Background: an optimization exercise with open tools, aiming at small area and a short achievable clock period. Do not read the settings as production practice. In this exercise RTL edits were held to simulation tests only and were not proved equivalent to the original. No activity file was given, so power comes from the tool's default toggle rates.

### design/flow/design.v
package data_mem_responder_pkg;
    localparam logic [1:0] SZ_BYTE = 2'b00;
    localparam logic [1:0] SZ_HALF = 2'b01;
    localparam logic [1:0] SZ_WORD = 2'b10;
endpackage
module data_mem_responder_lane_align
(
    input  logic [31:0] word,
    input  logic [1:0]  addr,
    input  logic [1:0]  size,
    input  logic        sign_ext,
    input  logic        zero,
    output logic [31:0] load_ext
);
    logic [7:0] b0;
    logic [7:0] b1;
    logic       sgn;
    logic       is_byte;
    logic       is_word;
    always_comb begin
        is_byte = (size == 2'b00);
        is_word = (size == 2'b10);
        unique case (addr)
            2'b00: b0 = word[7:0];
            2'b01: b0 = word[15:8];
            2'b10: b0 = word[23:16];
            default: b0 = word[31:24];
        endcase
        b1  = addr[1] ? word[31:24] : word[15:8];
        sgn = sign_ext & (is_byte ? b0[7] : b1[7]);
        if (zero) begin
            load_ext = 32'h0;
        end else if (is_word) begin
            load_ext = word;
        end else if (is_byte) begin
            load_ext = {{24{sgn}}, b0};
        end else begin
            load_ext = {{16{sgn}}, b1, b0};
        end
    end
endmodule
module data_mem_responder (
    input  logic        clk,
    input  logic        reset,
    input  logic        req_valid,
    output logic        req_ready,
    input  logic        req_write,
    input  logic [1:0]  req_size,
    input  logic        req_signed,
    input  logic [7:0]  req_addr,
    input  logic [31:0] req_wdata,
    output logic        rsp_valid,
    input  logic        rsp_ready,
    output logic [31:0] rsp_rdata,
    output logic        rsp_err
);
    logic        lat_write;
    logic [1:0]  lat_size;
    logic        lat_signed;
    logic [7:0]  lat_addr;
    logic [31:0] lat_wdata;
    logic        ph1, ph2, ph3;
    logic        pend;
    logic        rot;
    logic [31:0] p0 [32];
    logic [31:0] p1 [32];
    logic        misaligned;
    logic        cap;
    logic        wr_now;
    logic [31:0] tap;
    logic [31:0] lane_data;
    logic [3:0]  lane_mask;
    logic [31:0] load_ext;
    always_comb begin
        unique case (lat_size)
            data_mem_responder_pkg::SZ_BYTE: misaligned = 1'b0;
            data_mem_responder_pkg::SZ_HALF: misaligned = lat_addr[0];
            data_mem_responder_pkg::SZ_WORD: misaligned = (lat_addr[1:0] != 2'b00);
            default: misaligned = 1'b1;
        endcase
    end
    assign tap    = p0[lat_addr[7:3]];
    assign cap    = (ph1 | ph2) & ~lat_write & (rot == lat_addr[2]);
    assign wr_now = pend & (rot != lat_addr[2]);
    always_comb begin
        lane_data[7:0]   = lat_wdata[7:0];
        lane_data[15:8]  = (lat_size == data_mem_responder_pkg::SZ_BYTE) ? lat_wdata[7:0] : lat_wdata[15:8];
        lane_data[23:16] = (lat_size == data_mem_responder_pkg::SZ_WORD) ? lat_wdata[23:16] : lat_wdata[7:0];
        lane_data[31:24] = (lat_size == data_mem_responder_pkg::SZ_WORD) ? lat_wdata[31:24] :
                           (lat_size == data_mem_responder_pkg::SZ_HALF) ? lat_wdata[15:8] : lat_wdata[7:0];
        unique case (lat_size)
            data_mem_responder_pkg::SZ_BYTE: lane_mask = 4'b0001 << lat_addr[1:0];
            data_mem_responder_pkg::SZ_HALF: lane_mask = lat_addr[1] ? 4'b1100 : 4'b0011;
            default:                         lane_mask = 4'b1111;
        endcase
    end
    data_mem_responder_lane_align u_lane_align (
        .word     (lat_wdata),
        .addr     (lat_addr[1:0]),
        .size     (lat_size),
        .sign_ext (lat_signed),
        .zero     (lat_write | misaligned),
        .load_ext (load_ext)
    );
    always_ff @(posedge clk) begin
        if (reset) begin
            req_ready <= 1'b1;
            rsp_valid <= 1'b0;
            ph1       <= 1'b0;
            ph2       <= 1'b0;
            ph3       <= 1'b0;
        end else begin
            ph1 <= req_ready & req_valid;
            ph2 <= ph1;
            ph3 <= ph2;
            if (req_ready & req_valid) begin
                req_ready <= 1'b0;
            end
            if (ph3) begin
                rsp_valid <= 1'b1;
            end else if (rsp_valid & rsp_ready) begin
                rsp_valid <= 1'b0;
                req_ready <= 1'b1;
            end
        end
    end
    always_ff @(posedge clk) begin
        pend <= (pend & ~wr_now) | (ph3 & ~reset & lat_write & ~misaligned);
        rot  <= ~rot;
    end
    always_ff @(posedge clk) begin
        rsp_rdata <= load_ext;
        rsp_err   <= misaligned;
    end
    always_ff @(posedge clk) begin
        if (req_ready) begin
            lat_write  <= req_write;
            lat_size   <= req_size;
            lat_signed <= req_signed;
            lat_addr   <= req_addr;
            lat_wdata  <= req_wdata;
        end else if (cap) begin
            lat_wdata  <= tap;
        end
    end
    always_ff @(posedge clk) begin
        for (int i = 0; i < 32; i++) begin
            p1[i] <= p0[i];
            for (int b = 0; b < 4; b++) begin
                if (wr_now && lat_addr[7:3] == 5'(i) && lane_mask[b]) begin
                    p0[i][8*b +: 8] <= lane_data[8*b +: 8];
                end else begin
                    p0[i][8*b +: 8] <= p1[i][8*b +: 8];
                end
            end
        end
    end
endmodule
### design/flow/run.sh
#!/bin/bash
# synth_recipe.tcl (not shown) runs the flow's synth.tcl, then flattens the netlist and writes it again
# the make line also repeats each setting of config.mk as NAME=value (left out here)
make -C /OpenROAD-flow-scripts/flow DESIGN_CONFIG=/design/flow/config.mk WORK_HOME=/design/flow/orfs CLKGATE_MAP_FILE= SYNTH_SCRIPT=/design/flow/synth_recipe.tcl finish
### design/flow/config.mk
export PLATFORM = sky130hd
export DESIGN_NAME = data_mem_responder
export DESIGN_NICKNAME = data_mem_responder
export VERILOG_FILES = /design/flow/design.v
export SDC_FILE = /design/flow/constraint.sdc
export NUM_CORES = 4
export LEC_CHECK = 0
export CAP_MARGIN = 20
export CORE_MARGIN = 2
export CORE_UTILIZATION = 40
export SLEW_MARGIN = 20
### design/flow/constraint.sdc
create_clock -name core_clock -period 5.5 [get_ports {clk}]
set_input_delay 1.1000 -clock core_clock [delete_from_list [all_inputs] [get_ports {clk}]]
set_output_delay 1.1000 -clock core_clock [all_outputs]
set_load 0.01 [all_outputs]
==> results of run 1 <==
## cells in the final DEF, fill, tap and decap left out, types with 43 or more instances in the layout
master,n
a22oi_1,337
clkdlybuf4s50_1,82
mux2_2,531
nand4_1,60
clkbuf_8,43
nor2_1,583
nand3_1,57
nand2_1,127
dfxtp_1,2087
nor3_4,54
clkbuf_1,44
nor3_2,43
edfxtp_1,44
clkinv_2,45
clkbuf_16,201
buf_4,137
a21oi_1,603
## critical path, cell delays in order (launching register included)
cell and delay [ns]:
edfxtp_1 0.65, buf_4 0.32, nand2b_1 0.55, nor2_4 1.09
buf_4 0.36, a22oi_1 0.13, nand4_1 0.31, nor4_1 0.12
o31ai_1 0.23
## metal layers
metal	vias to the layer above	share of wire [%]	global-route usage, %	wire [um]
li1	18900	-	-	-
met1	21000	44	34.2	89600
met2	1859	44	38.1	91400
met3	385	8.5	4.98	17500
met4	0	3.4	8.63	6920
met5	-	0	0.0892	0
## worst paths after layout
check | to | slack [ns]
setup reg to reg | lat_wdata[10]$_DFFE_PP_ | 1.56
hold reg to reg | p1[30][25]$_DFF_P_ | 0.34
setup / recovery | lat_wdata[10]$_DFFE_PP_ | 1.56
hold / removal | p1[30][25]$_DFF_P_ | 0.34
## kinds of logic after synthesis
logic type	synth area share, %
xor gates and xnor gates	0.0137
buffers and inverters	2.54
and+or+nand+nor	9.37
AOI/OAI and AO/OA	10.8
muxes	9.89
DFF	67.3
## flip-flops by register name, indices dropped and copies added (netlist names)
register	flops
lat_write	1
lat_addr	8
p0	1024
rsp_valid	1
lat_signed	1
rsp_rdata	32
rot	1
req_ready	1
ph3	1
lat_wdata	32
p1	1024
rsp_err	1
pend	1
lat_size	2
ph2	1
ph1	1
## power by group
group	leakage (nW)	total [mW]	switching (mW)	internal [mW]
Sequential	17.3	15.8	0.174	15.7
Clock	3.21	13.6	5.90	7.68
Combinational	8.52	1.32	0.988	0.335
## area by class of cell
cell class / instances / area, um^2 / share of cell area [%]
Inverter: 9 / 33.8 / 0.0456
Clock buffer: 288 / 5790 / 7.81
Tap cell: 2072 / 2590 / 3.50
Clock inverter: 75 / 676 / 0.911
Multi-Input combinational cell: 2836 / 19900 / 26.8
Antenna cell: 2 / 5.00 / 0.00675
Timing Repair Buffer: 228 / 2060 / 2.78
Sequential cell: 2132 / 43100 / 58.2
## per-stage QoR
step	utilization [%]	hold slack, ns
4_1_cts	46.6	0.334
3_3_place_gp	42.5	0.328
6_report	46.7	0.344
5_1_grt	46.7	0.338
3_5_place_dp	42.5	0.330
2_1_floorplan	-	0.323
==> impl_results.md, run 1 <==
- Post-CTS Resized: 0
- Slew Limit Headroom: about 15%
- Die width: 404 um
- Drc violations: 0
- Antenna violations before repair: 3
- Dpl ws: around 1.7 ns
- Total track usage: 24.6%
- # setup viols final: 0
- Remaining antenna violation count: 0
- Reg2reg start: lat_addr[7]$_DFFE_PP_
- Total die area: ~160000 um^2
- Hold Crit Depth: 0
- Crit. End Element: flip-flop
- Total wire length: between 200000 and 250000 um
- R2R depth: 8
- P&R area growth vs syn: 15.8%
- Outcome: finished clean
- Worst Path Arrival: 4.60 ns
- Placed Cells: 7273
- Post-synth EDFFs: 44
- Synth area leaders: dfxtp_1, mux2_2, a21oi_1
- CTS tree: built
- Via Count: about 42k
- TritonRoute pass-1 iters: 6
- Fillers: 14.2k
- Largest net degree at the start of global routing: between 40 and 50
- RePlAce Congestion: between 0.8 and 0.9
- First-pass GRT wire length: just under 300000 um
- Post-route cell area: approximately 74000 um^2
- Count leader, synth: dfxtp_1
- Fin crit period: 3.94 ns
- Final worst-path setup slack: around 1.6 ns
- WL per Instance: around 27 um
- Total power: around 30 mW
- Iter 0 DRT Violations: 4334
- DR vias/cell: 5.51
- Top achievable clock speed: 254 MHz
- Max-slew violations: 0
- Number of buffers created by CTS: between 150 and 200
- Post-synth top area cell: dfxtp_1
- Number of I/O pins: 83
- Worst slew pin tran: 1.27 ns
- Mapped Area: approximately 64000 um^2
- Layout Cells excl Fill: 7642
- Bufs on Longest Clock Path: 3
- Setup TNS Final: 0 ns
- VDD IR max: roughly 0.32 mV
- Synthesis Warnings: 4
- Hold_sp: p0[30][25]$_DFF_P_
- Reg clk slew, reported paths: roughly 0.06 ns
- Hold Crit Class: flip-flop to flip-flop
- Crit path required time: about 6 ns
- Grt total ovfl: 0
- Synth Flop Type: dfxtp_1
- Vias in the first global route: 40.2k
- Final period util: a little under three quarters
- Max Cap Violations: 0
- Async SR Flop Fraction: 0%
- CORE AREA: between 150000 and 200000 um^2
- H-tree depth reported by CTS: 4
- Share of cells above drive strength 1: 21.8%
- Worst-skew pair later-pin latency: roughly 0.84 ns
- Seq/Total Area, Yosys: around two thirds
- Final HPWL DP: about 130000 um
- Die height: about 400 um
- Root buffer cell: clkbuf_16
- RSZ-0062 raised after global routing: no
- Cell variety after synth: 55
- Clk_skew: just under 0.03 ns
- Clk sinks: between 2k and 2.5k
- Synthesized instance count: between 5k and 6k
- Static leakage: roughly 29 nW
- Critical path startpoint category: flip-flop
- CTS Hold Bufs: 0
- Share of the synthesized area in the top cell type: between 60% and 70%
- Initial Utilization: 40.3%
- Nets: between 5k and 6k
- Row count: approximately 150
- Pwr dens: between 400 and 500 nW/um^2
- Worst setup path category: flip-flop to flip-flop
- IO Port Bufs: slightly above 80
- Critical path startpoint: lat_addr[7]$_DFFE_PP_
- Post-DP Area: slightly below 70000 um^2
- Postcts setup bufs: 0
- Synth top cells by count: dfxtp_1, a21oi_1, nor2_1
- Syn Area/Cell: ~12 um^2
- Final-report hold violation count: 0
- Yosys reg bits: approximately 2.1k
- Critical path peak fanout: 21
==> run 2, diff against run 1 <==
--- a/design/flow/design.v
+++ b/design/flow/design.v
@@ -41,2 +41,41 @@
 endmodule
+module dmr_wport (
+    input  logic [7:0] d,
+    input  logic [7:0] p,
+    input  logic       s,
+    input  logic       sn,
+    output logic [7:0] y
+);
+    assign y = ~((d | {8{sn}}) & (p | {8{s}}));
+endmodule
+module dmr_aoi222 (
+    input  logic a0, b0, a1, b1, a2, b2,
+    output logic y
+);
+    assign y = ~((a0 & b0) | (a1 & b1) | (a2 & b2));
+endmodule
+module dmr_aoi22 (
+    input  logic a0, b0, a1, b1,
+    output logic y
+);
+    assign y = ~((a0 & b0) | (a1 & b1));
+endmodule
+module dmr_nand4 (
+    input  logic a, b, c, d,
+    output logic y
+);
+    assign y = ~(a & b & c & d);
+endmodule
+module dmr_nand3 (
+    input  logic a, b, c,
+    output logic y
+);
+    assign y = ~(a & b & c);
+endmodule
+module dmr_nor3 (
+    input  logic a, b, c,
+    output logic y
+);
+    assign y = ~(a | b | c);
+endmodule
 module data_mem_responder (
@@ -63,3 +102,5 @@
     logic        pend;
+    logic [1:0]  ph;
     logic        rot;
+    logic        cap_inv;
     logic [31:0] p0 [32];
@@ -81,3 +122,26 @@
     end
-    assign tap    = p0[lat_addr[7:3]];
+    assign rot    = ph[0];
+    logic [31:0] oh;
+    logic [31:0] tap_n;
+    always_comb begin
+        for (int i = 0; i < 32; i++) oh[i] = (lat_addr[7:3] == 5'(i));
+    end
+    for (genvar j = 0; j < 32; j++) begin : g_rd
+        logic [10:0] g;
+        logic [2:0]  h;
+        for (genvar k = 0; k < 10; k++) begin : g_a
+            dmr_aoi222 u_a (
+                .a0(p0[3*k][j]),   .b0(oh[3*k]),
+                .a1(p0[3*k+1][j]), .b1(oh[3*k+1]),
+                .a2(p0[3*k+2][j]), .b2(oh[3*k+2]),
+                .y (g[k])
+            );
+        end
+        dmr_aoi22 u_b (.a0(p0[30][j]), .b0(oh[30]), .a1(p0[31][j]), .b1(oh[31]), .y(g[10]));
+        dmr_nand4 u_h0 (.a(g[0]), .b(g[1]), .c(g[2]),  .d(g[3]), .y(h[0]));
+        dmr_nand4 u_h1 (.a(g[4]), .b(g[5]), .c(g[6]),  .d(g[7]), .y(h[1]));
+        dmr_nand3 u_h2 (.a(g[8]), .b(g[9]), .c(g[10]),           .y(h[2]));
+        dmr_nor3  u_o  (.a(h[0]), .b(h[1]), .c(h[2]), .y(tap_n[j]));
+    end
+    assign tap = ~tap_n;
     assign cap    = (ph1 | ph2) & ~lat_write & (rot == lat_addr[2]);
@@ -97,3 +161,3 @@
     data_mem_responder_lane_align u_lane_align (
-        .word     (lat_wdata),
+        .word     (lat_wdata ^ {32{cap_inv}}),
         .addr     (lat_addr[1:0]),
@@ -128,3 +192,3 @@
         pend <= (pend & ~wr_now) | (ph3 & ~reset & lat_write & ~misaligned);
-        rot  <= ~rot;
+        ph   <= ph + 2'd1;
     end
@@ -136,2 +200,3 @@
         if (req_ready) begin
+            cap_inv    <= 1'b0;
             lat_write  <= req_write;
@@ -143,16 +208,27 @@
             lat_wdata  <= tap;
-        end
-    end
-    always_ff @(posedge clk) begin
-        for (int i = 0; i < 32; i++) begin
+            cap_inv    <= ph[1] ^ ph[0];
+        end
+    end
+    logic [31:0] wdat;
+    assign wdat = lane_data ^ {32{ph[1]}};
+    for (genvar i = 0; i < 32; i++) begin : g_ring
+        for (genvar b = 0; b < 4; b++) begin : g_lane
+            logic       s;
+            logic [7:0] nxt;
+            assign s = wr_now & oh[i] & lane_mask[b];
+            dmr_wport u_w (
+                .d (wdat[8*b +: 8]),
+                .p (p1[i][8*b +: 8]),
+                .s (s),
+                .sn(~s),
+                .y (nxt)
+            );
+            always_ff @(posedge clk) begin
+                p0[i][8*b +: 8] <= nxt;
+            end
+        end
+        always_ff @(posedge clk) begin
             p1[i] <= p0[i];
-            for (int b = 0; b < 4; b++) begin
-                if (wr_now && lat_addr[7:3] == 5'(i) && lane_mask[b]) begin
-                    p0[i][8*b +: 8] <= lane_data[8*b +: 8];
-                end else begin
-                    p0[i][8*b +: 8] <= p1[i][8*b +: 8];
-                end
-            end
-        end
-    end
-endmodule
+        end
+    end
+endmodule
--- a/design/flow/config.mk
+++ b/design/flow/config.mk
@@ -9,3 +9,5 @@
 export CORE_MARGIN = 2
-export CORE_UTILIZATION = 40
+export CORE_UTILIZATION = 55
+export SETUP_SLACK_MARGIN = 2.5
 export SLEW_MARGIN = 20
+export SYNTH_HIERARCHICAL = 1
==> run 2 against run 1 <==
Clock skew down 0.00055 ns. Design area rose by 4.8%. Critical path depth shrank 2. Global-route usage is 10 points higher. Final cell count shrank 13%. Die area decreased by 23%. Wire length increased by 9.8%. Combinational power increased by 58%. Total power rose by 3.1%. Largest power group unchanged. Highest routed layer is now met5.
==> impl_results.md, run 2 <==
- TritonRoute pass-1 iters: 12 (+6)
- Pwr dens: 408 nW/um^2 (-1.7%)
- CP peak stage delay: 0.87 ns (-0.22 ns)
- Setup TNS Final: 0 ns (unchanged)
- Total track usage: 34.7% (+10 points)
- Hold Crit Class: flip-flop to flip-flop
- First-pass GRT wire length: 316000 um (+7.9%)
- Initial Utilization: 55.3% (+15 points)
- Mapped Area: 67200 um^2 (+5.0%)
- Post-synth top area cell: dfxtp_1
- Reg2reg start: lat_addr[3]$_DFFE_PP_
- Reg-to-reg setup timing slack: 2.42 ns (+0.87 ns)
- Synth top cells by count: dfxtp_1, o22ai_2, a222oi_1
- Total power: 31.7 mW (+3.1%)
- Hold_sp: p0[9][9]$_DFF_P_
- Cell variety after synth: 53 (-3.6%)
- # setup viols final: 0 (unchanged)
- CTS tree: built
- Grt total ovfl: 0 (unchanged)
- Clk sinks: 2134 (+0.094%)
- Remaining antenna violation count: 0 (unchanged)
- Worst-skew pair later-pin latency: 0.83 ns (about the same)
- RSZ-0062 raised after global routing: yes
- Post-route cell area: 77700 um^2 (+4.8%)
- Worst slew pin tran: 1.29 ns (+0.0138 ns)
- Post-DP Area: 70000 um^2 (+3.7%)
- Max Cap Violations: 0 (unchanged)
- R2R depth: 6 (-2)
- Async SR Flop Fraction: 0% (unchanged)
- Total die area: 125000 um^2 (-23%)
- Synth Flop Type: dfxtp_1
- P&R area growth vs syn: 15.6%
- WL per Instance: 33.8 um (+26%)
- Via Count: 43.4k (+3.0%)
- Share of cells above drive strength 1: 37.0% (+15 points)
- Count leader, synth: dfxtp_1
- Crit path required time: 6.16 ns (about the same)
- Worst hold endpoint: p1[9][9]$_DFF_P_
- Die height: 354 um (-12%)
- Worst R2R End: p0[0][14]$_DFF_P_
- Nets: 4940 (-9.3%)
- Crit path top cell by count: buf_4
- Syn Area/Cell: 14.4 um^2 (+20%)
- Vias in the first global route: 41.5k (+3.2%)
- Final-report hold violation count: 0 (unchanged)
- Hold Crit Depth: 0 (unchanged)
- Number of buffers created by CTS: 199 (+2.6%)
- Commonest cells after routing, fill and taps aside: dfxtp_1, o22ai_2, a222oi_1
- Most common cell after layout, fill and taps aside: dfxtp_1
- Layout Cells excl Fill: 6681 (-13%)
- H-tree depth reported by CTS: 4 (unchanged)
- Outcome: finished clean
- Total wire length: 226000 um (+9.8%)
- Top achievable clock speed: 325 MHz (+28%)
- Synth area leaders: dfxtp_1, o22ai_2, a222oi_1
- Slew Limit Headroom: 14.1% (-0.92 points)
- Bufs on Longest Clock Path: 3 (unchanged)
- Crit-path cells: buf_4 -> nor2_4 -> nand2_1 -> buf_4 -> nor3_2 -> o22ai_2
- Critical path peak fanout: 11 (-48%)
- Iter 0 DRT Violations: 6870 (+59%)
- Share of the synthesized area in the top cell type: 62.2% (-3.0 points)
- Slowest CP cell: nor3_2
- Placed Cells: 6220 (-14%)
- Largest net degree at the start of global routing: 47 (+12%)
- Post-synth EDFFs: 44 (unchanged)
- Antenna violations before repair: 13 (+10)
- Die width: 354 um (-12%)
- Reg clk slew, reported paths: 0.06 ns (about the same)
- VDD IR max: 0.382 mV (+18%)
- Drc violations: 0 (unchanged)
- RePlAce Congestion: 0.906 (+1.6%)
- Top Registers: p0 x1024, p1 x1024
- Crit. End Element: flip-flop
- Synthesized instance count: 4654 (-13%)
- DR vias/cell: 6.49 (+18%)
- Worst Path Arrival: 3.73 ns (-0.87 ns)
- Final period util: 55.9% (-16 points)
- Number of I/O pins: 83 (unchanged)
- CORE AREA: 122000 um^2 (-23%)
- Yosys reg bits: 2134 (+0.094%)
- Synthesis Warnings: 12 (+8)
- Critical path startpoint category: flip-flop
- Worst setup path category: flip-flop to flip-flop
- Row count: 128 (-12%)
- Fillers: 8917 (-37%)
- Final HPWL DP: 141000 um (+5.4%)
- Max-slew violations: 0 (unchanged)
- IO Port Bufs: 82 (unchanged)
- Seq/Total Area, Yosys: 64.2% (-3.1 points)
- Root buffer cell: clkbuf_16
- Fin crit period: 3.08 ns (-0.867 ns)
- Static leakage: 28.8 nW (-0.91%)
- Clk_skew: 0.0291 ns (-0.000549 ns)
-- run 2: kinds of logic (layout without fill, tap and decap cells) --
| logic type | Yosys count | after routing | synth area share (%) |
|---|---|---|---|
| other | 0 | 5 | 0 |
| and+or+nand+nor | 579 | 588 | 4.67 |
| buffers and inverters | 365 | 752 | 4.28 |
| muxes | 51 | 51 | 0.780 |
| DFF | 2134 | 2134 | 64.2 |
| AOI/OAI and AO/OA | 1458 | 1458 | 25.2 |
| xor gates and xnor gates | 67 | 68 | 0.873 |
-- run 2: through the flow --
| stage | hold slack, ns | util, % | worst slack (ns) |
|---|---|---|---|
| 3_5_place_dp | 0.335 | 57.6 | 1.53 |
| 2_1_floorplan | 0.330 | - | 1.78 |
| 4_1_cts | 0.333 | 63.5 | 2.44 |
| 3_3_place_gp | 0.333 | 57.5 | 1.65 |
| 5_1_grt | 0.342 | 63.9 | 2.39 |
| 6_report | 0.339 | 63.9 | 2.42 |
-- run 2: worst max path at each step --
stage               cells past startpoint  slack (ns)                      end                  start
global route                            9        2.39  lat_wdata[28]$_DFFE_PP_  lat_addr[7]$_DFFE_PP_
detailed placement                      7        1.53   lat_wdata[9]$_DFFE_PP_  lat_addr[3]$_DFFE_PP_
CTS                                     9        2.44   lat_wdata[9]$_DFFE_PP_  lat_addr[4]$_DFFE_PP_
finish                                  6        2.42        p0[0][14]$_DFF_P_  lat_addr[3]$_DFFE_PP_
floorplan                               4        1.78         p0[0][5]$_DFF_P_          ph[1]$_DFF_P_
global placement                        7        1.65  lat_wdata[14]$_DFFE_PP_  lat_addr[3]$_DFFE_PP_
-- run 2: area by class of cell --
type / count / area (um^2) / area share [%]
repair buffers: 385 / 3340 / 4.29
well taps: 1625 / 2030 / 2.62
diodes: 5 / 12.5 / 0.0161
flip-flops and latches: 2134 / 43200 / 55.6
clock inverters: 46 / 459 / 0.591
inverters: 7 / 26.3 / 0.0338
clock buffers: 314 / 6110 / 7.87
multi-input cells: 2165 / 22500 / 29.0
-- run 2: Yosys stat by module, one instance, submodules excluded, excerpt --
module	cell area, um^2	flip-flops and latches	times used	cells
dmr_aoi22	12.5	0	32	1
data_mem_responder	46700	2134	1	2770
dmr_aoi222	10.0	0	320	1
dmr_nand3	5.00	0	32	1
dmr_nor3	10.0	0	32	1
dmr_wport	119	0	128	10
-- run 2: critical path: cells and delay by family, from the launching register on --
family,cells,cell delay [ns]
buffers and inverters,2,0.54
and+or+nand+nor,3,1.71
AOI/OAI and AO/OA,1,0.16
DFF,1,0.48
-- run 2: per-layer routing --
metal / global-route usage [%] / routed length, um
met5: 0 / 44
met3: 7.60 / 20700
met1: 50.0 / 99100
met2: 51.1 / 96000
met4: 13.0 / 9760
-- run 2: report_power, final --
| group | internal [mW] | switching, mW | leakage, nW | total (mW) |
|---|---|---|---|---|
| logic | 0.560 | 1.52 | 7.02 | 2.08 |
| clock network | 7.89 | 5.88 | 3.25 | 13.8 |
| registers | 15.7 | 0.146 | 18.5 | 15.8 |
| total | 24.1 | 7.55 | 28.8 | 31.7 |
-- run 2: what timing repair did --
action	in CTS	in global routing
resized for setup	42	15
gates cloned	7	3
hold buffers	0	0
endpoints found under the setup margin	869	294
pin swaps	18	15
buffers inserted	43	43
endpoints found under the hold margin	0	0
==> run 3, diff against run 2 <==
--- a/design/flow/config.mk
+++ b/design/flow/config.mk
@@ -10,3 +10,4 @@
 export CORE_UTILIZATION = 55
-export SETUP_SLACK_MARGIN = 2.5
+export CTS_BUF_LIST = sky130_fd_sc_hd__clkbuf_4 sky130_fd_sc_hd__clkbuf_8
+export SETUP_SLACK_MARGIN = 3.0
 export SLEW_MARGIN = 20
==> run 3 against run 2 <==
Still clean on timing, DRC and antenna. Die area did not move. Synthesized area stayed put. Worst setup slack worse by 0.075 ns. Wire length grew 5.5%. Non-clock buffer count grew 128. Sequential power about the same. Total power grew 1.6%. Sequential cell count is the same. Sequential share of layout area decreased by 2.5 points. Maximum frequency fell by 2.4%. Largest cell class unchanged.
==> impl_results.md, run 3 <==
- Internal power: 24.3 mW (+0.78%)
- Static leakage: 30.6 nW (+6.3%)
- Clk_skew: 0.0565 ns (+0.0275 ns)
- Synth top cells by count: dfxtp_1, o22ai_2, a222oi_1
- # setup viols final: 0 (unchanged)
- Iter 0 DRT Violations: 6315 (-8.1%)
- Nets: 5222 (+5.7%)
- Total die area: 125000 um^2 (unchanged)
- Bufs on Longest Clock Path: 4 (+1)
- Mapped Area: 67200 um^2 (unchanged)
- Largest net degree at the start of global routing: 60 (+28%)
- Hold Crit Class: flip-flop to flip-flop
- Worst slew pin tran: 1.12 ns (-0.167 ns)
- Number of buffers created by CTS: 340 (+71%)
- Reg-to-reg setup timing slack: 2.35 ns (-0.08 ns)
- Final HPWL DP: 138000 um (-2.5%)
- Pwr dens: 396 nW/um^2 (-2.9%)
- Critical path startpoint category: flip-flop
- Synthesized instance count: 4654 (unchanged)
- Final period util: 57.3% (+1.4 points)
- Crit-path cells: buf_12 -> nor2_2 -> nand2_2 -> buf_4 -> nor3_4 -> o22ai_2
- H-tree depth reported by CTS: 5 (+1)
- Vias in the first global route: 44.2k (+6.5%)
- Drc violations: 0 (unchanged)
- CP peak stage delay: 0.77 ns (-0.10 ns)
- Placed Cells: 6213 (-0.11%)
- First-pass GRT wire length: 326000 um (+3.3%)
- TritonRoute pass-1 iters: 10 (-2)
- Top Registers: p0 x1024, p1 x1024
- Fin crit period: 3.15 ns (+0.0751 ns)
- Reg clk slew, reported paths: 0.06 ns (about the same)
- Fillers: 8747 (-1.9%)
- Async SR Flop Fraction: 0% (unchanged)
- Root buffer cell: clkbuf_8
- Via Count: 45.1k (+4.0%)
- Number of I/O pins: 83 (unchanged)
- Net Switching: 7.88 mW (+4.4%)
- Top achievable clock speed: 317 MHz (-2.4%)
- Comb pwr share: 7.3% (+0.7 points)
- Final-report hold violation count: 0 (unchanged)
- Critical path peak fanout: 12 (+1)
- Seq/Total Area, Yosys: 64.2% (unchanged)
- Synth area leaders: dfxtp_1, o22ai_2, a222oi_1
- Crit. End Element: flip-flop
- Switch share: 24.5% (+0.65 points)
- IO Port Bufs: 82 (unchanged)
- Clock power frac: 43.4% (about the same)
- CTS Hold Bufs: 0 (unchanged)
- Worst Path Arrival: 4.00 ns (+0.27 ns)
- DR vias/cell: 6.41 (-1.3%)
- RePlAce Congestion: 0.882 (-2.7%)
- Antenna violations before repair: 6 (-7)
- Slowest CP cell: nor2_2
- Crit path required time: 6.35 ns (+0.19 ns)
- Post-synth top area cell: dfxtp_1
- Clk sinks: 2134 (unchanged)
- Commonest cells after routing, fill and taps aside: dfxtp_1, o22ai_2, clkbuf_8
- Most common cell after layout, fill and taps aside: dfxtp_1
- Worst-skew pair later-pin latency: 1.04 ns (+0.21 ns)
- Share of the synthesized area in the top cell type: 62.2% (unchanged)
- Cell variety after synth: 53 (unchanged)
- Synthesis Warnings: 12 (unchanged)
- WL per Instance: 33.8 um (+0.15%)
- Slew Limit Headroom: 25.2% (+11 points)
- Share of cells above drive strength 1: 46.2% (+9.2 points)
- Remaining antenna violation count: 0 (unchanged)
- Layout Cells excl Fill: 7036 (+5.3%)
- Worst setup path category: flip-flop to flip-flop
- Total wire length: 238000 um (+5.5%)
- CORE AREA: 122000 um^2 (unchanged)
- VDD IR max: 0.276 mV (-28%)
- Count leader, synth: dfxtp_1
- CTS tree: built
- Die width: 354 um (unchanged)
- Outcome: finished clean
- Register share of total power: 49.2% (-0.8 points)
- Initial Utilization: 55.3% (unchanged)
- Row count: 128 (unchanged)
- Post-synth EDFFs: 44 (unchanged)
- P&R area growth vs syn: 21.0%
- Grt total ovfl: 0 (unchanged)
- Yosys reg bits: 2134 (unchanged)
- Die height: 354 um (unchanged)
- RSZ-0062 raised after global routing: yes
- Setup TNS Final: 0 ns (unchanged)
- Syn Area/Cell: 14.4 um^2 (unchanged)
- Synth Flop Type: dfxtp_1
- Max Cap Violations: 0 (unchanged)
- Max-slew violations: 0 (unchanged)
- Total track usage: 36.0% (+1.3 points)
-- run 3: cell counts after synthesis --
No cell type changed its count.
-- run 3: metal layers --
| metal | global-route usage, % | vias up | part of all wire [%] |
|---|---|---|---|
| li1 | - | 19200 | - |
| met1 | 49.2 | 22800 | 42 |
| met2 | 52.6 | 2535 | 42 |
| met3 | 10.6 | 600 | 10 |
| met4 | 16.6 | 4 | 5.1 |
| met5 | 0.264 | - | 0.022 |
-- run 3: path summary, 6_finish.rpt --
path	startpoint	cells past startpoint	to
min reg2reg	p0[9][27]$_DFF_P_	0	p1[9][27]$_DFF_P_
max reg2reg	lat_addr[5]$_DFFE_PP_	6	p0[2][30]$_DFF_P_
max	lat_addr[5]$_DFFE_PP_	6	p0[2][30]$_DFF_P_
min	p0[9][27]$_DFF_P_	0	p1[9][27]$_DFF_P_
-- run 3: stage by stage --
| stage | utilization [%] | hold WS (ns) | instance area, um^2 | total power, mW | setup slack [ns] |
|---|---|---|---|---|---|
| after floorplan | - | 0.330 | 67700 | 17.1 | 2.52 |
| after global placement | 57.5 | 0.332 | 69800 | 18.0 | 1.87 |
| after detailed placement | 57.6 | 0.336 | 70000 | 18.1 | 1.91 |
| after CTS | 65.9 | 0.297 | 80100 | 32.1 | 2.68 |
| after global routing | 66.9 | 0.329 | 81400 | 33.1 | 2.43 |
| final | 66.9 | 0.307 | 81400 | 32.2 | 2.35 |
-- run 3: kinds of logic (layout without fill, tap and decap cells) --
group / count (synthesis) / count (layout) / synth area share, %
xor+xnor: 67 / 68 / 0.873
buf+inv: 365 / 1094 / 4.28
compound gates: 1458 / 1461 / 25.2
flops: 2134 / 2134 / 64.2
simple gates: 579 / 598 / 4.67
mux: 51 / 51 / 0.780
other cells: 0 / 5 / 0
-- run 3: power groups by stage --
stage               Combinational (mW)  Clock (mW)  Sequential, mW
CTS                               2.16        14.1            15.8
finish                            2.36        14.0            15.9
floorplan                        0.984           0            16.1
detailed placement                1.87           0            16.2
global placement                  1.85           0            16.2
global route                      2.38        14.8            15.8
-- run 3: timing repair --
action / CTS / global route
setup endpoints to repair: 1123 / 883
cloned: 17 / 8
resized for setup: 440 / 125
buffers inserted: 156 / 63
pin swaps: 149 / 83
-- run 3: cell type report --
class	instances	area, um^2	area share, %
flip-flops and latches	2134	43200	53.1
diodes	5	12.5	0.0154
clock inverters	33	244	0.300
clock buffers	541	6810	8.38
repair buffers	513	5250	6.45
multi-input cells	2178	23800	29.2
inverters	7	30.0	0.0369
well taps	1625	2030	2.50
-- run 3: critical path: cells and delay by family (launching register included) --
family | cells | cell delay [ns]
buf+inv | 2 | 0.58
compound gates | 1 | 0.15
flops | 1 | 0.42
simple gates | 3 | 1.80
-- run 3: modules after synthesis (local to each module, per instance), excerpt --
module,times used,cells inside
data_mem_responder,1,2770
data_mem_responder_lane_align,1,124
dmr_aoi22,32,1
dmr_aoi222,320,1
dmr_nand3,32,1
dmr_nor3,32,1
dmr_wport,128,10
==> run 4, diff against run 3 <==
--- a/design/flow/design.v
+++ b/design/flow/design.v
@@ -98,3 +98,3 @@
     logic        lat_signed;
-    logic [7:0]  lat_addr;
+    logic [2:0]  lat_addr;
     logic [31:0] lat_wdata;
@@ -124,5 +124,6 @@
     logic [31:0] oh;
+    logic [31:0] oh_d;
     logic [31:0] tap_n;
     always_comb begin
-        for (int i = 0; i < 32; i++) oh[i] = (lat_addr[7:3] == 5'(i));
+        for (int i = 0; i < 32; i++) oh_d[i] = (req_addr[7:3] == 5'(i));
     end
@@ -168,4 +169,8 @@
     );
+    logic idle;
+    logic rvld;
     always_ff @(posedge clk) begin
         if (reset) begin
+            idle      <= 1'b1;
+            rvld      <= 1'b0;
             req_ready <= 1'b1;
@@ -176,14 +181,9 @@
         end else begin
-            ph1 <= req_ready & req_valid;
-            ph2 <= ph1;
-            ph3 <= ph2;
-            if (req_ready & req_valid) begin
-                req_ready <= 1'b0;
-            end
-            if (ph3) begin
-                rsp_valid <= 1'b1;
-            end else if (rsp_valid & rsp_ready) begin
-                rsp_valid <= 1'b0;
-                req_ready <= 1'b1;
-            end
+            idle      <= (idle & ~req_valid) | (rvld & rsp_ready);
+            rvld      <= ph3 | (rvld & ~rsp_ready);
+            req_ready <= (req_ready & ~req_valid) | (rsp_valid & rsp_ready);
+            rsp_valid <= ph3 | (rsp_valid & ~rsp_ready);
+            ph1       <= idle & req_valid;
+            ph2       <= ph1;
+            ph3       <= ph2;
         end
@@ -199,3 +199,3 @@
     always_ff @(posedge clk) begin
-        if (req_ready) begin
+        if (idle) begin
             cap_inv    <= 1'b0;
@@ -204,3 +204,4 @@
             lat_signed <= req_signed;
-            lat_addr   <= req_addr;
+            lat_addr   <= req_addr[2:0];
+            oh         <= oh_d;
             lat_wdata  <= req_wdata;
--- a/design/flow/config.mk
+++ b/design/flow/config.mk
@@ -10,4 +10,5 @@
 export CORE_UTILIZATION = 55
-export CTS_BUF_LIST = sky130_fd_sc_hd__clkbuf_4 sky130_fd_sc_hd__clkbuf_8
-export SETUP_SLACK_MARGIN = 3.0
+export CTS_CLUSTER_DIAMETER = 100
+export CTS_CLUSTER_SIZE = 30
+export SETUP_SLACK_MARGIN = 2.8
 export SLEW_MARGIN = 20
==> run 4 against run 3 <==
Largest power group unchanged. Wire length fell by 16%. Total power down 16%. Clock power decreased by 46%. Count of clock-buffer cells in the layout shrank 438. Maximum frequency up 13%. Critical path type unchanged. Largest cell class unchanged.
==> impl_results.md, run 4 <==
- Max Cap Violations: 0 (unchanged)
- Root buffer cell: clkbuf_16
- Share of the synthesized area in the top cell type: 61.8% (-0.45 points)
- Synthesis Warnings: 12 (unchanged)
- Crit path required time: 5.95 ns (-0.40 ns)
- Via Count: 40.1k (-11%)
- Register share of total power: 62.2% (+13 points)
- Cell variety after synth: 46 (-13%)
- Yosys reg bits: 2163 (+1.4%)
- CORE AREA: 122000 um^2 (+0.39%)
- Register area: 44000 um^2 (+1.9%)
- Top Registers: p0 x1024, p1 x1024
- CTS tree: built
- Final-report hold violation count: 0 (unchanged)
- Buf/Inv on CP: 1 (-1)
- First-pass GRT wire length: 284000 um (-13%)
- Nets: 4674 (-10%)
- Critical path peak fanout: 26 (+14)
- Row count: 128 (unchanged)
- Static leakage: 26.1 nW (-15%)
- Slowest CP cell: edfxtp_1
- Worst Path Arrival: 3.24 ns (-0.76 ns)
- Synth top cells by count: dfxtp_1, o22ai_2, a222oi_1
- Internal power: 20.1 mW (-17%)
- DR vias/cell: 6.38 (-0.44%)
- Initial Utilization: 55.5% (+0.24 points)
- P&R area growth vs syn: 8.35%
- Post-synth EDFFs: 71 (+61%)
- Synthesized instance count: 4658 (+0.086%)
- Most common cell after layout, fill and taps aside: dfxtp_1
- Layout Utilization: 60.2% (-6.8 points)
- Clk sinks: 2163 (+1.4%)
- Remaining antenna violation count: 0 (unchanged)
- Async SR Flop Fraction: 0% (unchanged)
- Setup TNS Final: 0 ns (unchanged)
- Max-slew violations: 0 (unchanged)
- Hold Crit Depth: 0 (unchanged)
- Fillers: 9560 (+9.3%)
- Grt total ovfl: 0 (unchanged)
- Top achievable clock speed: 358 MHz (+13%)
- Net Switching: 6.96 mW (-12%)
- Clock power frac: 28.1% (-15 points)
- Crit. path cell count: 7 (+1)
- R2R depth: 7 (+1)
- Total wire length: 199000 um (-16%)
- CTS Hold Bufs: 0 (unchanged)
- Bufs on Longest Clock Path: 3 (-1)
- Hold Crit Class: flip-flop to flip-flop
- Fin crit period: 2.79 ns (-0.361 ns)
- Syn Area/Cell: 14.6 um^2 (+0.74%)
- Switch share: 25.7% (+1.3 points)
- Crit-path cells: buf_6 -> nor3_1 -> nor2_1 -> or2_4 -> nor2b_1 -> nand3_1 -> o21ai_0
- Antenna violations before repair: 3 (-3)
- Share of cells above drive strength 1: 35.7% (-10 points)
- TritonRoute pass-1 iters: 10 (unchanged)
- Count leader, synth: dfxtp_1
- RSZ-0062 raised after global routing: yes
- Synth Flop Type: dfxtp_1
- Die width: 355 um (+0.41%)
- WL per Instance: 31.8 um (-6.1%)
- # setup viols final: 0 (unchanged)
- Commonest cells after routing, fill and taps aside: dfxtp_1, o22ai_2, a222oi_1
- Total track usage: 30.7% (-5.3 points)
- Outcome: finished clean
- Reg clk slew, reported paths: 0.11 ns (+0.05 ns)
- Number of buffers created by CTS: 82 (-76%)
- Worst setup path category: flip-flop to flip-flop
- Cell family with most CP delay: simple AND/OR/NAND/NOR gates
- H-tree depth reported by CTS: 3 (-2)
- Seq/Total Area, Yosys: 64.9% (+0.73 points)
- Clk_skew: 0.0237 ns (-0.0329 ns)
- Mapped Area: 67800 um^2 (+0.83%)
- VDD IR max: 0.286 mV (+3.6%)
- IO Port Bufs: 82 (unchanged)
- Worst-skew pair later-pin latency: 0.71 ns (-0.33 ns)
- RePlAce Congestion: 0.829 (-6.0%)
- Synth area leaders: dfxtp_1, o22ai_2, a222oi_1
- Post-synth top area cell: dfxtp_1
- Iter 0 DRT Violations: 5537 (-12%)
- Largest net degree at the start of global routing: 69 (+15%)
- Vias in the first global route: 38.9k (-12%)
- Slew Limit Headroom: 29.3% (+4.1 points)
- Number of I/O pins: 83 (unchanged)
- Drc violations: 0 (unchanged)
- Critical path startpoint category: flip-flop
- Final HPWL DP: 121000 um (-12%)
- Comb pwr share: 9.7% (+2.4 points)
- Die height: 355 um (+0.41%)
- CP peak stage delay: 0.58 ns (-0.19 ns)
- Multi-input gate area: 23000 um^2 (-3.4%)
- Final period util: 50.7% (-6.6 points)
- Pwr dens: 369 nW/um^2 (-6.9%)
- Total die area: 126000 um^2 (+0.82%)
- Crit. End Element: flip-flop
- Worst slew pin tran: 1.06 ns (-0.0619 ns)
==> run 4: cell count changes after synthesis, sizes merged, moves of 14 or more <==
| cell | before | now |
|---|---|---|
| buf | 285 | 299 |
| clkbuf | 73 | 35 |
| edfxtp | 44 | 71 |
| nand3 | 165 | 194 |
| nor2 | 52 | 185 |
| nor3 | 168 | 36 |
==> run 4: cell families after synthesis <==
kind of cell	share of synthesized area, %
AO/OA/AOI/OAI	25.0
XOR/XNOR	0.864
buffers and inverters	4.16
flip-flops	64.9
multiplexers	0.788
AND/OR/NAND/NOR	4.28
==> run 4: area by class of cell <==
| class | count | area share [%] |
|---|---|---|
| inverter | 9 | 0.0460 |
| sequential | 2163 | 60.0 |
| clock inverter | 3 | 0.0511 |
| tap | 1625 | 2.77 |
| antenna | 4 | 0.0136 |
| timing repair buffer | 214 | 2.85 |
| clock buffer | 103 | 3.05 |
| multi-input combinational | 2156 | 31.3 |
==> run 4: power by group through the flow <==
stage | combinational (mW) | clock (mW) | sequential (mW)
finish | 2.63 | 7.59 | 16.8
global route | 2.70 | 8.24 | 16.9
CTS | 2.55 | 7.71 | 16.8
detailed placement | 2.45 | 0 | 17.2
global placement | 2.42 | 0 | 17.2
floorplan | 1.27 | 0 | 17.1
==> run 4: repair_timing <==
action | 4_1_cts | 5_1_grt
hold endpoints to repair | 0 | 0
pin swaps | 8 | 9
buffers inserted | 22 | 13
setup endpoints to repair | 1062 | 871
gates cloned | 3 | 2
resized for setup | 323 | 72
==> run 4: worst paths after layout <==
path,startpoint,slack [ns],end
setup / recovery,lat_size[0]$_DFFE_PP_,2.71,rsp_rdata[10]$_DFF_P_
hold / removal,p0[17][5]$_DFF_P_,0.35,p1[17][5]$_DFF_P_
setup reg to reg,lat_size[0]$_DFFE_PP_,2.71,rsp_rdata[10]$_DFF_P_
hold reg to reg,p0[17][5]$_DFF_P_,0.35,p1[17][5]$_DFF_P_
==> run 4: metal layers <==
metal / global-route usage, % / wire, um / vias to the layer above
li1: - / - / 17700
met2: 44.6 / 84600 / 1573
met1: 46.4 / 91600 / 20500
met5: 0 / 0 / -
met4: 9.71 / 7170 / 0
met3: 5.47 / 16000 / 271
==> run 4: stage by stage <==
stage | instance area [um^2] | power, mW | hold WS (ns) | setup WS (ns) | cells
after floorplan | 68100 | 18.4 | 0.330 | 2.28 | 4658
after global placement | 69200 | 19.6 | 0.331 | 1.62 | 6122
after detailed placement | 69300 | 19.6 | 0.336 | 1.97 | 6127
after CTS | 73000 | 27.1 | 0.347 | 2.58 | 6258
after global routing | 73400 | 27.9 | 0.351 | 2.72 | 6273
final | 73400 | 27.1 | 0.346 | 2.71 | 6277
==> run 4: worst reg2reg max path, cell delays in order (launching register included) <==
cell and delay, ns:
edfxtp_1 0.58, buf_6 0.34, nor3_1 0.11, nor2_1 0.33, or2_4 0.35, nor2b_1 0.14, nand3_1 0.27, o21ai_0 0.42
==> run 4: per-module statistics from Yosys, one instance, submodules excluded <==
module | flops+latches | copies in the design
dmr_nand3 | 0 | 32
dmr_wport | 0 | 128
dmr_aoi222 | 0 | 320
dmr_nand4 | 0 | 64
data_mem_responder_lane_align | 0 | 1
dmr_nor3 | 0 | 32
data_mem_responder | 2163 | 1
dmr_aoi22 | 0 | 32
==> run 5, diff against run 4 <==
==> design/flow/flow/run.sh (new file) <==
#!/bin/bash
# Own layout flow: the standard flow (standard.sh, which runs the standard
# synthesis unchanged) with two changes:
#  - pre_floorplan.tcl, run right after the synthesized netlist is loaded, sets
#    the single-gate modules' cells (memory write ports, load taps) back to drive
#    strength 1; Yosys/ABC upsizes each such module as if it were critical.
#    Timing repair later upsizes any that need it.
#  - port buffers are plain buffers (buf_2) instead of the delay cell that
#    buffer_ports otherwise picks.
# The make output goes to orfs_make.log here; each ORFS step logs under orfs/logs.
set -euo pipefail
here=$(pwd)
bash standard.sh finish \
  PRE_FLOORPLAN_TCL="$here/flow/pre_floorplan.tcl" \
  "BUFFER_PORTS_ARGS=-buffer_cell sky130_fd_sc_hd__buf_2" \
  > "$here/orfs_make.log" 2>&1
==> design/flow/flow/pre_floorplan.tcl (new file) <==
# Runs inside ORFS floorplan.tcl right after the synthesized netlist is loaded.
# Yosys/ABC maps each single-gate module on its own and upsizes it as if it were
# critical; put those gates (the memory write ports and load taps) back to drive
# strength 1. Timing repair later upsizes any that need it.
set db [ord::get_db]
set block [ord::get_db_block]
set n 0
foreach inst [$block getInsts] {
  set m [[$inst getMaster] getName]
  if { [regexp {^(sky130_fd_sc_hd__(o22ai|a22oi))_[248]$} $m -> base] } {
    set small [$db findMaster ${base}_1]
    if { $small != "NULL" } {
      $inst swapMaster $small
      incr n
    }
  }
}
puts "pre_floorplan: set $n cells to drive strength 1"
==> design/flow/standard.sh (new file) <==
#!/bin/bash
# synth_recipe.tcl (not shown) runs the flow's synth.tcl, then flattens the netlist and writes it again
# the make line also repeats each setting of config.mk as NAME=value (left out here)
make -C /OpenROAD-flow-scripts/flow DESIGN_CONFIG=/design/flow/config.mk WORK_HOME=/design/flow/orfs CLKGATE_MAP_FILE= SYNTH_SCRIPT=/design/flow/synth_recipe.tcl "${@:-finish}"
removed: design/flow/run.sh
==> run 5 against run 4 <==
Sequential share of layout area increased by 7.1 points. Clock power about the same. First-iteration DRC count decreased by 0.52%.
==> impl_results.md, run 5 <==
- Clock power frac: 28.5% (+0.4 points)
- Register share of total power: 63.2% (+1.0 points)
- Worst setup path category: flip-flop to flip-flop
- CTS tree: built
- M1 GR Usage: 45.6% (-0.82 points)
- Number of buffers created by CTS: 82 (unchanged)
- Reg clk slew, reported paths: 0.11 ns (about the same)
- Synthesized instance count: 4658 (unchanged)
- Pwr dens: 405 nW/um^2 (+9.8%)
- Hold_sp: p0[11][7]$_DFF_P_
- Initial Utilization: 55.4% (-0.15 points)
- Outcome: finished clean
- Total die area: 114000 um^2 (-9.6%)
- Reg-to-reg setup timing slack: 2.68 ns (-0.03 ns)
- Switch share: 24.6% (-1.1 points)
- Max Cap Violations: 0 (unchanged)
- Met3 Track Usage GR: 7.59% (+2.1 points)
- Via Count: 40.0k (-0.25%)
- Worst-skew pair later-pin latency: 0.72 ns (about the same)
- Static leakage: 24.7 nW (-5.3%)
- Total wire length: 187000 um (-6.3%)
- GR Layer Usage met2: 47.3% (+2.7 points)
- Nets: 4686 (+0.26%)
- R2R depth: 4 (-3)
- RSZ-0062 raised after global routing: yes
- GR peak layer: met2
- H-tree depth reported by CTS: 3 (unchanged)
- Max-slew violations: 0 (unchanged)
- Top Registers: p0 x1024, p1 x1024
- Top achievable clock speed: 355 MHz (-1.0%)
- Comb pwr share: 8.3% (-1.4 points)
- Bufs on Longest Clock Path: 3 (unchanged)
- Crit-path cells: buf_4 -> nand3_1 -> nor2_1 -> o22ai_1
- Fin crit period: 2.82 ns (+0.0280 ns)
- Commonest cells after routing, fill and taps aside: dfxtp_1, o22ai_1, a222oi_1
- Antenna violations before repair: 5 (+2)
- Layout Utilization: 59.4% (-0.74 points)
- Row count: 122 (-4.7%)
- RePlAce Congestion: 0.870 (+4.9%)
- Worst Path Arrival: 3.40 ns (+0.16 ns)
- Synthesis Warnings: 12 (unchanged)
- Die height: 338 um (-4.9%)
- Slew Limit Headroom: 25.8% (-3.5 points)
- Vias in the first global route: 37.7k (-3.0%)
- TritonRoute pass-1 iters: 10 (unchanged)
- Internal power: 20.0 mW (-0.29%)
- CP peak stage delay: 0.85 ns (+0.27 ns)
- Worst R2R End: p0[24][30]$_DFF_P_
- Clk_skew: 0.0359 ns (+0.0123 ns)
- Clk sinks: 2163 (unchanged)
- IO Port Bufs: 82 (unchanged)
- Grt total ovfl: 0 (unchanged)
- Crit path required time: 6.08 ns (+0.13 ns)
- Layout Cells excl Fill: 6151 (-2.0%)
- CTS Hold Bufs: 0 (unchanged)
- Crit. path cell count: 4 (-3)
- Critical path startpoint category: flip-flop
- Worst hold endpoint: p1[11][7]$_DFF_P_
- Crit. End Element: flip-flop
- Reg2reg start: oh[24]$_DFFE_PP_
- Hold Slack: 0.345 ns (-0.000855 ns)
- Net Switching: 6.54 mW (-6.1%)
- Die width: 338 um (-4.9%)
- Total track usage: 31.8% (+1.1 points)
- Largest net degree at the start of global routing: 68 (-1.4%)
- Hold Crit Class: flip-flop to flip-flop
- Iter 0 DRT Violations: 5508 (-0.52%)
- Critical path peak fanout: 37 (+42%)
- Share of cells above drive strength 1: 12.0% (-24 points)
- Drc violations: 0 (unchanged)
- Slowest CP cell: nand3_1
- Setup TNS Final: 0 ns (unchanged)
- # setup viols final: 0 (unchanged)
- Number of I/O pins: 83 (unchanged)
- Final-report hold violation count: 0 (unchanged)
- Placed Cells: 5981 (-2.4%)
- Final HPWL DP: 113000 um (-6.6%)
- Post-DP Area: 62200 um^2 (-10%)
- Post-route cell area: 65700 um^2 (-11%)
- VDD IR max: 0.309 mV (+7.9%)
- Buf/Inv on CP: 1 (unchanged)
- DR vias/cell: 6.50 (+1.8%)
- Root buffer cell: clkbuf_16
- Remaining antenna violation count: 0 (unchanged)
- First-pass GRT wire length: 264000 um (-6.8%)
- Most common cell after layout, fill and taps aside: dfxtp_1
- WL per Instance: 30.4 um (-4.4%)
- CORE AREA: 111000 um^2 (-9.4%)
- Hold Crit Depth: 0 (unchanged)
- Final period util: 51.2% (+0.51 points)
- Worst slew pin tran: 1.11 ns (+0.0514 ns)
- Cell family with most CP delay: simple AND/OR/NAND/NOR gates
run 5: worst max path at each step:
stage                                from                 end  slack, ns
floorplan                   ph[1]$_DFF_P_   p0[0][28]$_DFF_P_       2.85
detailed placement          ph[0]$_DFF_P_  p0[11][31]$_DFF_P_       2.14
global placement          oh[9]$_DFFE_PP_    p0[9][6]$_DFF_P_       2.05
CTS                 lat_addr[2]$_DFFE_PP_   p0[25][6]$_DFF_P_       2.51
global route        lat_addr[2]$_DFFE_PP_  p0[22][23]$_DFF_P_       2.74
finish                   oh[24]$_DFFE_PP_  p0[24][30]$_DFF_P_       2.68
run 5: cell type report:
class                           count  area, um^2
Sequential cell                  2163       44000
Clock buffer                      103        2240
Multi-Input combinational cell   2158       15600
Clock inverter                      5        67.6
Antenna cell                        1        2.50
Inverter                            9        37.5
Fill cell                        9012       44800
Timing Repair Buffer              224        1830
Tap cell                         1488        1860
run 5: power by group through the flow:
stage / clock [mW] / sequential, mW / combinational [mW]
global placement: 0 / 17.2 / 1.89
CTS: 7.65 / 16.8 / 2.08
finish: 7.57 / 16.8 / 2.21
floorplan: 0 / 17.1 / 0.922
global route: 8.18 / 16.9 / 2.28
detailed placement: 0 / 17.2 / 1.98
run 5: timing repair:
| item | CTS | global route |
|---|---|---|
| setup buffers | 22 | 31 |
| pin swaps | 6 | 5 |
| gates resized for setup | 78 | 82 |
| gates cloned | 6 | 0 |
| endpoints found under the setup margin | 1048 | 895 |
run 5: worst register-to-register path, cell delays in order (launching register included):
cell      delay (ns)
edfxtp_1        0.35
buf_4           0.52
nand3_1         0.88
nor2_1          0.78
o22ai_1         0.17
run 5: metal layers:
| layer | share of wire, % | up-vias |
|---|---|---|
| met5 | 0.060 | - |
| met4 | 3.3 | 8 |
| met3 | 9.6 | 270 |
| met2 | 44 | 1914 |
| met1 | 43 | 20000 |
| li1 | - | 17800 |
run 5: metrics by stage:
| stage | total power, mW | setup slack [ns] |
|---|---|---|
| 4_1_cts | 26.5 | 2.51 |
| 2_1_floorplan | 18.0 | 2.85 |
| 3_5_place_dp | 19.2 | 2.14 |
| 6_report | 26.6 | 2.68 |
| 3_3_place_gp | 19.1 | 2.05 |
| 5_1_grt | 27.3 | 2.74 |
==> run 6, diff against run 5 <==
--- a/design/flow/design.v
+++ b/design/flow/design.v
@@ -80,2 +80,14 @@
 endmodule
+module dmr_hold #(
+    parameter int W = 1
+) (
+    input  logic [W-1:0] a,
+    input  logic         sa,
+    input  logic [W-1:0] b,
+    input  logic         sb,
+    input  logic [W-1:0] q,
+    output logic [W-1:0] y
+);
+    assign y = sa ? a : (sb ? b : q);
+endmodule
 module data_mem_responder (
@@ -110,3 +122,4 @@
     logic        wr_now;
-    logic [31:0] tap;
+    logic        commit;
+    logic [3:0]  wmask;
     logic [31:0] lane_data;
@@ -146,5 +159,5 @@
     end
-    assign tap = ~tap_n;
     assign cap    = (ph1 | ph2) & ~lat_write & (rot == lat_addr[2]);
-    assign wr_now = pend & (rot != lat_addr[2]);
+    assign commit = ph3 & ~reset & lat_write & ~misaligned;
+    assign wr_now = |wmask;
     always_comb begin
@@ -191,3 +204,4 @@
     always_ff @(posedge clk) begin
-        pend <= (pend & ~wr_now) | (ph3 & ~reset & lat_write & ~misaligned);
+        pend  <= (pend & ~wr_now) | commit;
+        wmask <= {4{(commit & (rot == lat_addr[2])) | (pend & ~wr_now)}} & lane_mask;
         ph   <= ph + 2'd1;
@@ -205,8 +219,17 @@
             lat_addr   <= req_addr[2:0];
-            oh         <= oh_d;
-            lat_wdata  <= req_wdata;
         end else if (cap) begin
-            lat_wdata  <= tap;
-            cap_inv    <= ph[1] ^ ph[0];
-        end
+            cap_inv    <= ~(ph[1] ^ ph[0]);    
+        end
+    end
+    logic [31:0] oh_nxt;
+    logic [31:0] wdata_nxt;
+    dmr_hold #(.W(32)) u_oh_nxt (
+        .a(oh_d), .sa(idle), .b(oh_d), .sb(1'b0), .q(oh), .y(oh_nxt)
+    );
+    dmr_hold #(.W(32)) u_wdata_nxt (
+        .a(tap_n), .sa(cap), .b(req_wdata), .sb(idle), .q(lat_wdata), .y(wdata_nxt)
+    );
+    always_ff @(posedge clk) begin
+        oh        <= oh_nxt;
+        lat_wdata <= wdata_nxt;
     end
@@ -218,3 +241,3 @@
             logic [7:0] nxt;
-            assign s = wr_now & oh[i] & lane_mask[b];
+            assign s = oh[i] & wmask[b];
             dmr_wport u_w (
--- a/design/flow/flow/run.sh
+++ b/design/flow/flow/run.sh
@@ -2,3 +2,3 @@
 # Own layout flow: the standard flow (standard.sh, which runs the standard
-# synthesis unchanged) with two changes:
+# synthesis unchanged) with these changes:
 #  - pre_floorplan.tcl, run right after the synthesized netlist is loaded, sets
@@ -7,2 +7,4 @@
 #    Timing repair later upsizes any that need it.
+#  - the buffers ABC inserted are removed at floorplan (REMOVE_ABC_BUFFERS);
+#    repair_design buffers high-fanout nets again as placement requires.
 #  - port buffers are plain buffers (buf_2) instead of the delay cell that
@@ -14,2 +16,3 @@
   PRE_FLOORPLAN_TCL="$here/flow/pre_floorplan.tcl" \
+  REMOVE_ABC_BUFFERS=1 \
   "BUFFER_PORTS_ARGS=-buffer_cell sky130_fd_sc_hd__buf_2" \
--- a/design/flow/config.mk
+++ b/design/flow/config.mk
@@ -10,5 +10,5 @@
 export CORE_UTILIZATION = 55
-export CTS_CLUSTER_DIAMETER = 100
-export CTS_CLUSTER_SIZE = 30
-export SETUP_SLACK_MARGIN = 2.8
+export CTS_CLUSTER_DIAMETER = 90
+export CTS_CLUSTER_SIZE = 25
+export SETUP_SLACK_MARGIN = 3.0
 export SLEW_MARGIN = 20
==> run 6 against run 5 <==
Die area is 0.20% higher. Still clean. Combinational power is 9.0% lower. Utilization is 1.0 points lower. Total power is 1.9% higher. Critical path depth is 3 lower. Sequential share of layout area is 0.30 points higher. Wire length is 11% lower.
==> impl_results.md, run 6 <==
- Outcome: finished clean
- Iter 0 DRT Violations: 4459 (-19%)
- CORE AREA: 111000 um^2 (+0.14%)
- Critical path peak fanout: 1 (-97%)
- Nets: 4733 (+1.0%)
- M1 GR Usage: 42.0% (-3.5 points)
- Worst R2R End: p0[25][30]$_DFF_P_
- Crit path capture: rsp_rdata[11]
- Crit. End Element: primary output
- Reg-to-reg setup timing slack: 3.08 ns (+0.40 ns)
- Static leakage: 26.0 nW (+5.3%)
- Synthesized instance count: 4748 (+1.9%)
- TritonRoute pass-1 iters: 9 (-1)
- Worst-skew pair later-pin latency: 0.72 ns (about the same)
- Die height: 338 um (+0.10%)
- Final period util: 44.7% (-6.5 points)
- Clk sinks: 2167 (+0.18%)
- RePlAce Congestion: 0.820 (-5.8%)
- WL per Instance: 26.8 um (-12%)
- DR vias/cell: 6.22 (-4.3%)
- Grt total ovfl: 0 (unchanged)
- Antenna violations before repair: 9 (+4)
- Layout Cells excl Fill: 6187 (+0.59%)
- Register share of total power: 63.2% (about the same)
- Most common cell after layout, fill and taps aside: dfxtp_1
- Max-slew violations: 0 (unchanged)
- RSZ-0062 raised after global routing: yes
- CP peak stage delay: 0.47 ns (-0.38 ns)
- Drc violations: 0 (unchanged)
- Via Count: 38.5k (-3.7%)
- Hold Slack: 0.345 ns (-0.000656 ns)
- Slowest CP cell: dfxtp_1
- # setup viols final: 0 (unchanged)
- Worst setup path category: flip-flop to primary output
- Clock power frac: 29.4% (+0.9 points)
- Fin crit period: 2.46 ns (-0.360 ns)
- Total track usage: 28.2% (-3.6 points)
- Final HPWL DP: 100000 um (-12%)
- Buf/Inv on CP: 1 (unchanged)
- Net Switching: 6.58 mW (+0.59%)
- Internal power: 20.5 mW (+2.3%)
- First-pass GRT wire length: 242000 um (-8.5%)
- Total die area: 114000 um^2 (+0.20%)
- Comb pwr share: 7.4% (-0.9 points)
- Reg clk slew, reported paths: 0.10 ns (about the same)
- Top Registers: p0 x1024, p1 x1024
- Worst slew pin tran: 1.14 ns (+0.0272 ns)
- Slew Limit Headroom: 24.2% (-1.6 points)
- Die width: 338 um (+0.10%)
- IO Port Bufs: 82 (unchanged)
- R2R depth: 5 (+1)
- Clk_skew: 0.0245 ns (-0.0115 ns)
- H-tree depth reported by CTS: 3 (unchanged)
- Placed Cells: 6065 (+1.4%)
- Vias in the first global route: 37.0k (-1.9%)
- Hold Crit Class: flip-flop to flip-flop
- Final-report hold violation count: 0 (unchanged)
- Number of I/O pins: 83 (unchanged)
- Top achievable clock speed: 407 MHz (+15%)
- Crit-path cells: buf_2
- Total power: 27.1 mW (+1.9%)
- Critical path startpoint: rsp_rdata[11]$_DFF_P_
- Synthesis Warnings: 12 (unchanged)
- Total wire length: 166000 um (-11%)
- Cell family with most CP delay: flip-flops
- GR peak layer: met2
- Reg2reg start: lat_wdata[6]$_DFF_P_
- CTS Hold Bufs: 0 (unchanged)
- Bufs on Longest Clock Path: 3 (unchanged)
- Commonest cells after routing, fill and taps aside: dfxtp_1, o22ai_1, a222oi_1
- Remaining antenna violation count: 0 (unchanged)
- Met3 Track Usage GR: 4.32% (-3.3 points)
- Initial Utilization: 55.4% (about the same)
- Worst Path Arrival: 1.36 ns (-2.04 ns)
- VDD IR max: 0.259 mV (-16%)
- Number of buffers created by CTS: 96 (+17%)
- Setup TNS Final: 0 ns (unchanged)
- CTS tree: built
- Critical path startpoint category: flip-flop
- GR Layer Usage met2: 42.3% (-5.0 points)
- Pwr dens: 419 nW/um^2 (+3.5%)
- Largest net degree at the start of global routing: 82 (+21%)
- Share of cells above drive strength 1: 8.54% (-3.5 points)
- Switch share: 24.3% (-0.31 points)
- Crit path required time: 4.40 ns (-1.68 ns)
- Root buffer cell: clkbuf_16
- Crit. path cell count: 1 (-3)
- Max Cap Violations: 0 (unchanged)
- Row count: 122 (unchanged)
run 6: power groups by stage:
stage	Combinational [mW]	Clock, mW	Sequential, mW
2_1_floorplan	0.979	0	17.3
3_3_place_gp	1.88	0	17.4
3_5_place_dp	1.94	0	17.4
4_1_cts	1.97	8.07	17.1
5_1_grt	2.11	8.64	17.2
6_report	2.01	7.96	17.1
run 6: layer usage:
metal | up-vias | share of wire [%]
li1 | 17700 | -
met1 | 19200 | 47
met2 | 1289 | 43
met3 | 214 | 6.8
met4 | 4 | 2.9
met5 | - | 0.014
run 6: layout make-up:
cell class	instances	area, um^2
antenna	4	10.0
clock buffer	105	2540
clock inverter	3	26.3
fill	9123	46000
inverter	135	507
multi-input combinational	2128	15100
sequential	2167	43500
tap	1488	1860
timing repair buffer	157	1080
run 6: worst min-delay path by stage:
stage / start / endpoint / cells past startpoint
after floorplan: p0[0][0]$_DFF_P_ / p1[0][0]$_DFF_P_ / 0
after global placement: p0[8][8]$_DFF_P_ / p1[8][8]$_DFF_P_ / 0
after detailed placement: p0[9][17]$_DFF_P_ / p1[9][17]$_DFF_P_ / 0
after CTS: p0[13][15]$_DFF_P_ / p1[13][15]$_DFF_P_ / 0
after global routing: p0[13][8]$_DFF_P_ / p1[13][8]$_DFF_P_ / 0
final: p0[8][3]$_DFF_P_ / p1[8][3]$_DFF_P_ / 0
run 6: repair_timing:
item / CTS / global route
pin swaps: 6 / 1
hold endpoints to repair: 0 / 0
cloned: 3 / 0
setup endpoints to repair: 406 / 65
setup buffers: 2 / 5
gates resized for setup: 17 / 6
run 6: metrics by stage:
| step | area (um^2) | setup slack [ns] | utilization, % |
|---|---|---|---|
| 6_report | 64600 | 3.04 | 58.4 |
| 3_3_place_gp | 61700 | 2.28 | 55.8 |
| 3_5_place_dp | 61800 | 2.19 | 55.9 |
| 4_1_cts | 64500 | 3.00 | 58.3 |
| 2_1_floorplan | 58500 | 1.06 | - |
| 5_1_grt | 64600 | 3.00 | 58.4 |

[what the ideal ports hide]
How much do the figures lean on ideal ports? The routed layouts below were timed once more, with nothing changed but the port constraints. Step 1 (the two cells are an assumption about what drives the block):
set clk [get_ports {clk}]
set_driving_cell -lib_cell sky130_fd_sc_hd__clkbuf_16 $clk
set_driving_cell -lib_cell sky130_fd_sc_hd__buf_2 [delete_from_list [all_inputs] $clk]
Step 2, shift: input delay + t, output delay - t, t = (earliest + latest rising clock arrival at the registers) / 2. This alone moves slack from input paths to output paths. Slacks: no drivers / after step 1 / after step 2; pairs: no drivers / after step 1.
run | shift t [ns] | setup slack, ns | worst setup path after step 2 | clock arrival spread, ns | worst data-port slew with drivers (ns)
run 1 | 0.909 | 1.557 / 1.557 / 1.557 | register to register | 0.032 / 0.031 | 0.07
run 2 | 0.893 | 2.424 / 2.424 / 2.424 | register to register | 0.030 / 0.030 | 0.07
run 3 | 1.077 | 2.349 / 2.349 / 2.349 | register to register | 0.065 / 0.064 | 0.08
run 4 | 0.782 | 2.710 / 2.710 / 2.710 | register to register | 0.025 / 0.025 | 0.06
run 5 | 0.776 | 2.682 / 2.682 / 2.682 | register to register | 0.037 / 0.036 | 0.08
run 6 | 0.776 | 3.042 / 2.971 / 3.082 | register to register | 0.027 / 0.027 | 0.14
After both steps every run listed still meets setup and hold.
